Background: an optimization exercise with open tools, aiming at small area, a short achievable clock period and few clock cycles. Do not read the settings as production practice. Power figures rest on the tool's default switching activity, not on a simulated workload.

==> inputs of 04-16 <==
Design execution, start of the top module:
module execution (
	input  logic                     CLK,
	input  logic                     reset,
	input  logic [154:0]             issue,
	input  logic                     issue_req,
	output logic                     issue_ack,
	output logic [119:0]             result,
	output logic                     result_valid
);
	isa_pkg::issue_t                  issue_in;
	assign issue_in = issue;
	logic [31:0]        a_in;
	logic [31:0]        b_in;
	isa_pkg::reg_addr_t dest_in;
	logic [8:0]         diff_in;
	logic               za_in;
	logic               zb_in;
	operand_select operand_select_inst (
		.instr    (issue_in),
		.op1      (a_in),
		.op2      (b_in),
		.dest     (dest_in),
		.exp_diff (diff_in),
		.z1       (za_in),
		.z2       (zb_in)
	);
	logic       ack_r;
	logic       valid_r;
	logic       v_int1;      
	logic       v_int2;      
	logic       v_add1;      
	logic       v_add2;      
	logic       v_add3;      
	logic [3:0] v_mul;       
	logic       busy;
	logic       accept;
	logic       in_fp;
	logic       in_mul;
	assign busy   = v_int1 | v_add1 | v_add2 | (|v_mul[2:0]);
	assign accept = issue_req & ~ack_r & ~busy;
	assign in_fp  = issue_in.is_fp;
	assign in_mul = issue_in.alu_op[1];
  ...
clock: 10.0 ns
lec_check: 0
abc_clock_period_in_ps: 3000
cap_margin: 20
core_margin: 2
core_utilization: 70
setup_slack_margin: 5
slew_margin: 20
synth_hierarchical: 1
synth_minimum_keep_size: 0
standard.sh (not shown) runs the stock make flow with config.mk's settings and CLKGATE_MAP_FILE= SYNTH_SCRIPT=/design/flow/synth_recipe.tcl, a recipe that flattens the netlist after the stock synthesis.
==> flow/flow/run.sh <==
#!/bin/bash
# The standard flow's own layout (standard.sh) with two changes: the repair steps aim for a
# 6 ns setup margin instead of 5, and the port buffers are buf_2 cells.
set -euo pipefail
s=$(cat standard.sh)
s=${s//SETUP_SLACK_MARGIN=5/SETUP_SLACK_MARGIN=6}
s=${s//'"${@:-finish}"'/'"BUFFER_PORTS_ARGS=-buffer_cell sky130_fd_sc_hd__buf_2" "${@:-finish}"'}
printf '%s\n' "$s" > own_standard.sh
bash own_standard.sh > layout.log 2>&1
==> 12-02 (differences from 04-16) <==
--- a/flow/design.v
+++ b/flow/design.v
@@ -90,71 +90,43 @@
 	assign z2       = (op2[30:23] == 8'd0);
 endmodule
 module alu (
 	input  logic [10:0]                        ctl,
 	input  logic [isa_pkg::DATA_WIDTH-1:0]     a,
 	input  logic [isa_pkg::DATA_WIDTH-1:0]     b,
-	input  logic [31:0]                        sh_out,    
 	output logic [isa_pkg::DATA_WIDTH-1:0]     y
 );
 	logic        do_sub, s_sum, s_and, s_or, s_xor, s_nor, s_slt, s_sltu, s_sh, left, arith;
 	logic        cout;
 	logic [31:0] sum;
 	logic        lt_signed;
 	logic        lt_unsigned;
+	logic [31:0] sh_in;
+	logic [32:0] sh_wide;
+	logic [31:0] sh_out;
 	logic [31:0] sh_res;
 	assign {do_sub, s_sum, s_and, s_or, s_xor, s_nor, s_slt, s_sltu, s_sh, left, arith} = ctl;
 	assign {cout, sum} = {1'b0, a} + {1'b0, b ^ {32{do_sub}}} + {32'd0, do_sub};
 	assign lt_unsigned = ~cout;
 	assign lt_signed   = (a[31] ^ b[31]) ? a[31] : sum[31];
 	function automatic logic [31:0] rev32(input logic [31:0] x);
 		for (int i = 0; i < 32; i++) rev32[i] = x[31-i];
 	endfunction
-	assign sh_res = left ? rev32(sh_out) : sh_out;
+	assign sh_in   = left ? rev32(a) : a;
+	assign sh_wide = $signed({arith & a[31], sh_in}) >>> b[4:0];
+	assign sh_out  = sh_wide[31:0];
+	assign sh_res  = left ? rev32(sh_out) : sh_out;
 	always_comb begin
 		if (s_sum | s_and | s_or | s_xor | s_nor | s_slt | s_sltu | s_sh)
 			y = ({32{s_sum}} & sum) | ({32{s_and}} & (a & b)) | ({32{s_or}} & (a | b)) |
 			    ({32{s_xor}} & (a ^ b)) | ({32{s_nor}} & ~(a | b)) |
 			    {31'd0, (s_slt & lt_signed) | (s_sltu & lt_unsigned)} | ({32{s_sh}} & sh_res);
 		else
 			y = {b[15:0], 16'd0};
 	end
 endmodule
-module shift_src (
-	input  logic [31:0] a,
-	input  logic [31:0] b,
-	input  logic        left,
-	input  logic        arith,
-	input  logic        fp,
-	input  logic [8:0]  dab,       
-	input  logic        za,        
-	input  logic        zb,        
-	output logic [31:0] val,
-	output logic [4:0]  amt,
-	output logic        fill
-);
-	function automatic logic [31:0] rev32(input logic [31:0] x);
-		for (int i = 0; i < 32; i++) rev32[i] = x[31-i];
-	endfunction
-	logic [23:0] ma, mb;
-	assign ma   = {~za, a[22:0] & {23{~za}}};
-	assign mb   = {~zb, b[22:0] & {23{~zb}}};
-	assign val  = fp ? {8'd0, (dab[8] ? ma : mb)} : (left ? rev32(a) : a);
-	assign amt  = fp ? (dab[4:0] ^ {5{dab[8]}}) : b[4:0];
-	assign fill = ~fp & arith & a[31];
-endmodule
-module rshift (
-	input  logic [31:0] val,
-	input  logic [4:0]  amt,
-	input  logic        fill,
-	output logic [31:0] out
-);
-	logic [32:0] wide;
-	assign wide = $signed({fill, val}) >>> amt;
-	assign out  = wide[31:0];
-endmodule
 module alu_decode (
 	input  isa_pkg::alu_op_e                   op,
 	output logic [10:0]                        ctl
 );
 	logic do_sub, s_sum, s_and, s_or, s_xor, s_nor, s_slt, s_sltu, s_sh, left, arith;
 	assign do_sub = (op == isa_pkg::ALU_SUB) | (op == isa_pkg::ALU_SLT) | (op == isa_pkg::ALU_SLTU);
@@ -175,13 +147,12 @@
 	input  logic [31:0] a,
 	input  logic [31:0] b,
 	input  logic        is_sub,
 	input  logic [8:0]  dab,       
 	input  logic        za,        
 	input  logic        zb,        
-	input  logic [23:0] sh,        
 	input  logic [7:0]  b_next,    
 	input  logic [2:0]  mul_it,    
 	output logic [31:0] add_y,     
 	output logic [31:0] mul_y      
 );
 	logic [23:0] r1_d;
@@ -196,45 +167,39 @@
 		.a      (a),
 		.b      (b),
 		.is_sub (is_sub),
 		.dab    (dab),
 		.za     (za),
 		.zb     (zb),
-		.sh1    (sh),
 		.q      (r1_d),
 		.psel   (psel_d),
 		.sub    (sub_d),
 		.sign   (sign_d)
 	);
 	always_ff @(posedge CLK) begin
 		r1      <= r1_d;
 		r1_psel <= psel_d;
 		r1_sub  <= sub_d;
 		r1_sign <= sign_d;
 	end
-	logic [4:0] lz_d;
-	logic [4:0] r2_lz;
 	fadd_add fadd_add_inst (
 		.fa   (a[22:0]),
 		.fb   (b[22:0]),
 		.q    (r1),
 		.psel (r1_psel),
 		.sub  (r1_sub),
-		.sum  (sum_d),
-		.lz   (lz_d)
+		.sum  (sum_d)
 	);
 	always_ff @(posedge CLK) begin
 		r2      <= sum_d;
-		r2_lz   <= lz_d;
 		r2_be1  <= {1'b0, (r1_psel ? a[30:23] : b[30:23])} + 9'd1;
 		r2_sign <= r1_sign;
 	end
 	fadd_pack fadd_pack_inst (
 		.sum  (r2),
 		.be1  (r2_be1),
-		.lz   (r2_lz),
 		.sign (r2_sign),
 		.y    (add_y)
 	);
 	function automatic logic [12:0] booth8(input logic [7:0] c);
 		logic [8:0] x;
 		x = {c, 1'b0};
@@ -302,46 +267,54 @@
 	input  logic [31:0] a,
 	input  logic [31:0] b,
 	input  logic        is_sub,
 	input  logic [8:0]  dab,
 	input  logic        za,
 	input  logic        zb,
-	input  logic [23:0] sh1,       
 	output logic [23:0] q,
 	output logic        psel,      
 	output logic        sub,       
 	output logic        sign
 );
 	logic        sa, sbe;
 	logic [23:0] ma, mb;
 	logic        neg_d, ge, same, mge;
 	logic [7:0]  dx;
-	logic [23:0] shifted;
+	logic [23:0] sm, sh1, shifted;
 	assign sa      = a[31];
 	assign sbe     = b[31] ^ is_sub;
 	assign sub     = sa ^ sbe;
 	assign ma      = {~za, a[22:0] & {23{~za}}};
 	assign mb      = {~zb, b[22:0] & {23{~zb}}};
 	assign neg_d   = dab[8];
 	assign ge      = ~neg_d;
 	assign dx      = dab[7:0] ^ {8{neg_d}};
 	assign same    = (dab == 9'd0);
+	assign sm      = ge ? mb : ma;
+	assign sh1     = sm >> dx[4:0];
 	assign shifted = (dx[7:5] != 3'd0) ? 24'd0 : (neg_d ? {1'b0, sh1[23:1]} : sh1);
 	assign mge     = a[22:0] >= b[22:0];
 	assign psel    = same ? mge : ge;
 	assign q       = (same ? (mge ? mb : ma) : shifted) ^ {24{sub}};
 	assign sign    = psel ? sa : sbe;
 endmodule
 module fadd_add (
 	input  logic [22:0] fa,
 	input  logic [22:0] fb,
 	input  logic [23:0] q,
 	input  logic        psel,
 	input  logic        sub,
-	output logic [24:0] sum,
-	output logic [4:0]  lz
+	output logic [24:0] sum
+);
+	assign sum = {2'b01, (psel ? fa : fb)} + {sub, q} + {24'd0, sub};
+endmodule
+module fadd_pack (
+	input  logic [24:0] sum,
+	input  logic [8:0]  be1,       
+	input  logic        sign,
+	output logic [31:0] y
 );
 	function automatic logic [4:0] lzc25(input logic [24:0] v);
 		logic [31:0] x;
 		logic        z16, z8, z4, z2;
 		logic [15:0] h16;
 		logic [7:0]  h8;
@@ -355,39 +328,23 @@
 		z4    = (h8[7:4] == 4'd0);
 		h4    = z4 ? h8[3:0] : h8[7:4];
 		z2    = (h4[3:2] == 2'd0);
 		h2    = z2 ? h4[1:0] : h4[3:2];
 		lzc25 = {z16, z8, z4, z2, ~h2[1]};
 	endfunction
-	logic [24:0] pa, qa, f;
-	assign pa  = {2'b01, (psel ? fa : fb)};
-	assign qa  = {1'b0, q ^ {24{sub}}};
-	assign sum = pa + {sub, q} + {24'd0, sub};
-	assign f   = (pa ^ qa) & {(pa[23:0] | ~qa[23:0]), 1'b1};
-	assign lz  = sub ? lzc25(f) : 5'd0;
-endmodule
-module fadd_pack (
-	input  logic [24:0] sum,
-	input  logic [8:0]  be1,       
-	input  logic [4:0]  lz,        
-	input  logic        sign,
-	output logic [31:0] y
-);
+	logic [4:0]  lz;
 	logic [24:0] nm;
-	logic        one_more;
-	logic [7:0]  e0, e1;
+	logic [7:0]  n_exp;
 	logic [24:0] low_mask;
 	logic        n_zero;
+	assign lz       = lzc25(sum);
 	assign nm       = sum << lz;
-	assign one_more = ~nm[24];
-	assign e0       = be1[7:0] - {3'd0, lz};
-	assign e1       = be1[7:0] - {3'd0, lz} - 8'd1;
+	assign n_exp    = be1[7:0] - {3'd0, lz};
 	assign low_mask = (be1 >= 9'd25) ? 25'd0 : (25'h1ffffff >> be1);
 	assign n_zero   = ((sum & ~low_mask) == 25'd0);
-	assign y        = n_zero ? 32'd0 :
-	                  one_more ? {sign, e1, nm[22:0]} : {sign, e0, nm[23:1]};
+	assign y        = n_zero ? 32'd0 : {sign, n_exp, nm[23:1]};
 endmodule
 module fmul_step (
 	input  logic [23:0] ma,
 	input  logic [12:0] dig,
 	input  logic [24:0] s_in,
 	input  logic [24:0] c_in,
@@ -548,41 +505,17 @@
 		cap_za   <= za_in;
 		cap_zb   <= zb_in;
 	end
 	logic [31:0] alu_y;
 	logic [31:0] add_y;
 	logic [31:0] mul_y;
-	logic [31:0] sh_val;
-	logic [4:0]  sh_amt;
-	logic        sh_fill;
-	logic [31:0] sh_out;
-	shift_src shift_src_inst (
-		.a     (cap_a),
-		.b     (cap_b),
-		.left  (cap_ctl[1]),
-		.arith (cap_ctl[0]),
-		.fp    (cap_fp),
-		.dab   (cap_diff),
-		.za    (cap_za),
-		.zb    (cap_zb),
-		.val   (sh_val),
-		.amt   (sh_amt),
-		.fill  (sh_fill)
-	);
-	rshift rshift_inst (
-		.val  (sh_val),
-		.amt  (sh_amt),
-		.fill (sh_fill),
-		.out  (sh_out)
-	);
 	alu alu_inst (
-		.ctl    (cap_ctl),
-		.a      (cap_a),
-		.b      (cap_b),
-		.sh_out (sh_out),
-		.y      (alu_y)
+		.ctl (cap_ctl),
+		.a   (cap_a),
+		.b   (cap_b),
+		.y   (alu_y)
 	);
 	logic [31:0] alu_r;
 	always_ff @(posedge CLK) begin
 		alu_r <= alu_y;
 	end
 	fpu fpu_inst (
@@ -590,13 +523,12 @@
 		.a        (cap_a),
 		.b        (cap_b),
 		.is_sub   (cap_op[0]),
 		.dab      (cap_diff),
 		.za       (cap_za),
 		.zb       (cap_zb),
-		.sh       (sh_out[23:0]),
 		.b_next   (b_in[7:0]),
 		.mul_it   (v_mul[2:0]),
 		.add_y    (add_y),
 		.mul_y    (mul_y)
 	);
 	isa_pkg::exec_result_t result_r;
==> flow/flow/run.sh (replaced) <==
#!/bin/bash
# The standard flow's own layout (standard.sh) with two changes: the repair steps aim for a
# 6.5 ns setup margin instead of 5, and the port buffers are buf_2 cells.
set -euo pipefail
s=$(cat standard.sh)
s=${s//SETUP_SLACK_MARGIN=5/SETUP_SLACK_MARGIN=6.5}
s=${s//'"${@:-finish}"'/'"BUFFER_PORTS_ARGS=-buffer_cell sky130_fd_sc_hd__buf_2" "${@:-finish}"'}
printf '%s\n' "$s" > own_standard.sh
bash own_standard.sh > layout.log 2>&1
CORE_UTILIZATION = 55   (was 70)
==> summary of the runs <==
- Between 04-16 and 12-02, the lower synthesized cell count is in 12-02 (gap about 0.5%, measured against 12-02).
- Of 12-02 and 04-16, 12-02 has the higher clock skew (gap 0.00058 ns).
- Between 12-02 and 04-16, the lower setup slack is in 12-02 (gap 0.028 ns).
- Between 12-02 and 04-16, the lower combinational power is in 04-16 (gap about 2%, measured against 04-16).
==> figures <==
| item | 04-16 | 12-02 |
|---|---|---|
| Outcome | no timing/DRC/antenna violations | no timing/DRC/antenna violations |
| Count of multi-input gates | 2986 | 3029 |
| Basic-gate share of the synthesized area counting and, or, nand and nor cells | 0.123 | 0.124 |
| Global-route wire length before repair | 194000 um | 205000 um |
| Number of sequential cells | 502 | 497 |
| Starting density of the core | 0.708 | 0.557 |
| Peak clock frequency supported by timing | 246 MHz | 244 MHz |
| GPL Wtd Cong | 1.05 | 0.984 |
| Final core utilization | 0.774 | 0.643 |
| Stages on the worst setup path | 12 | 19 |
No functional check of the RTL was part of any run of this note.

-- what the ideal ports hide --
In the flow no input, the clock included, has a driving cell. The finished layouts below were timed again as built, in two steps.
Step 1: set_driving_cell puts a clkbuf_16 on CLK and a buf_2 on each other input, an assumption about the parent block.
Step 2 moves the port delays by t, midway between the first and last clock arrival at a register: inputs arrive t later, outputs are due t later. That takes back most of the time a late clock gives input paths.
Slacks: ideal / step 1 / step 2; pairs: ideal / step 1.
run | t, ns | slack for setup (ns) | worst register clock-pin slew, ns
04-16 | 0.686 | 5.929 / 5.929 / 5.457 | 0.07 / 0.07
12-02 | 0.702 | 5.901 / 5.901 / 5.901 | 0.07 / 0.07
After both steps every run listed still meets setup and hold. The setup slack of 04-16, which loses most, moves by 0.000 ns with the drivers and by -0.472 ns with both steps.
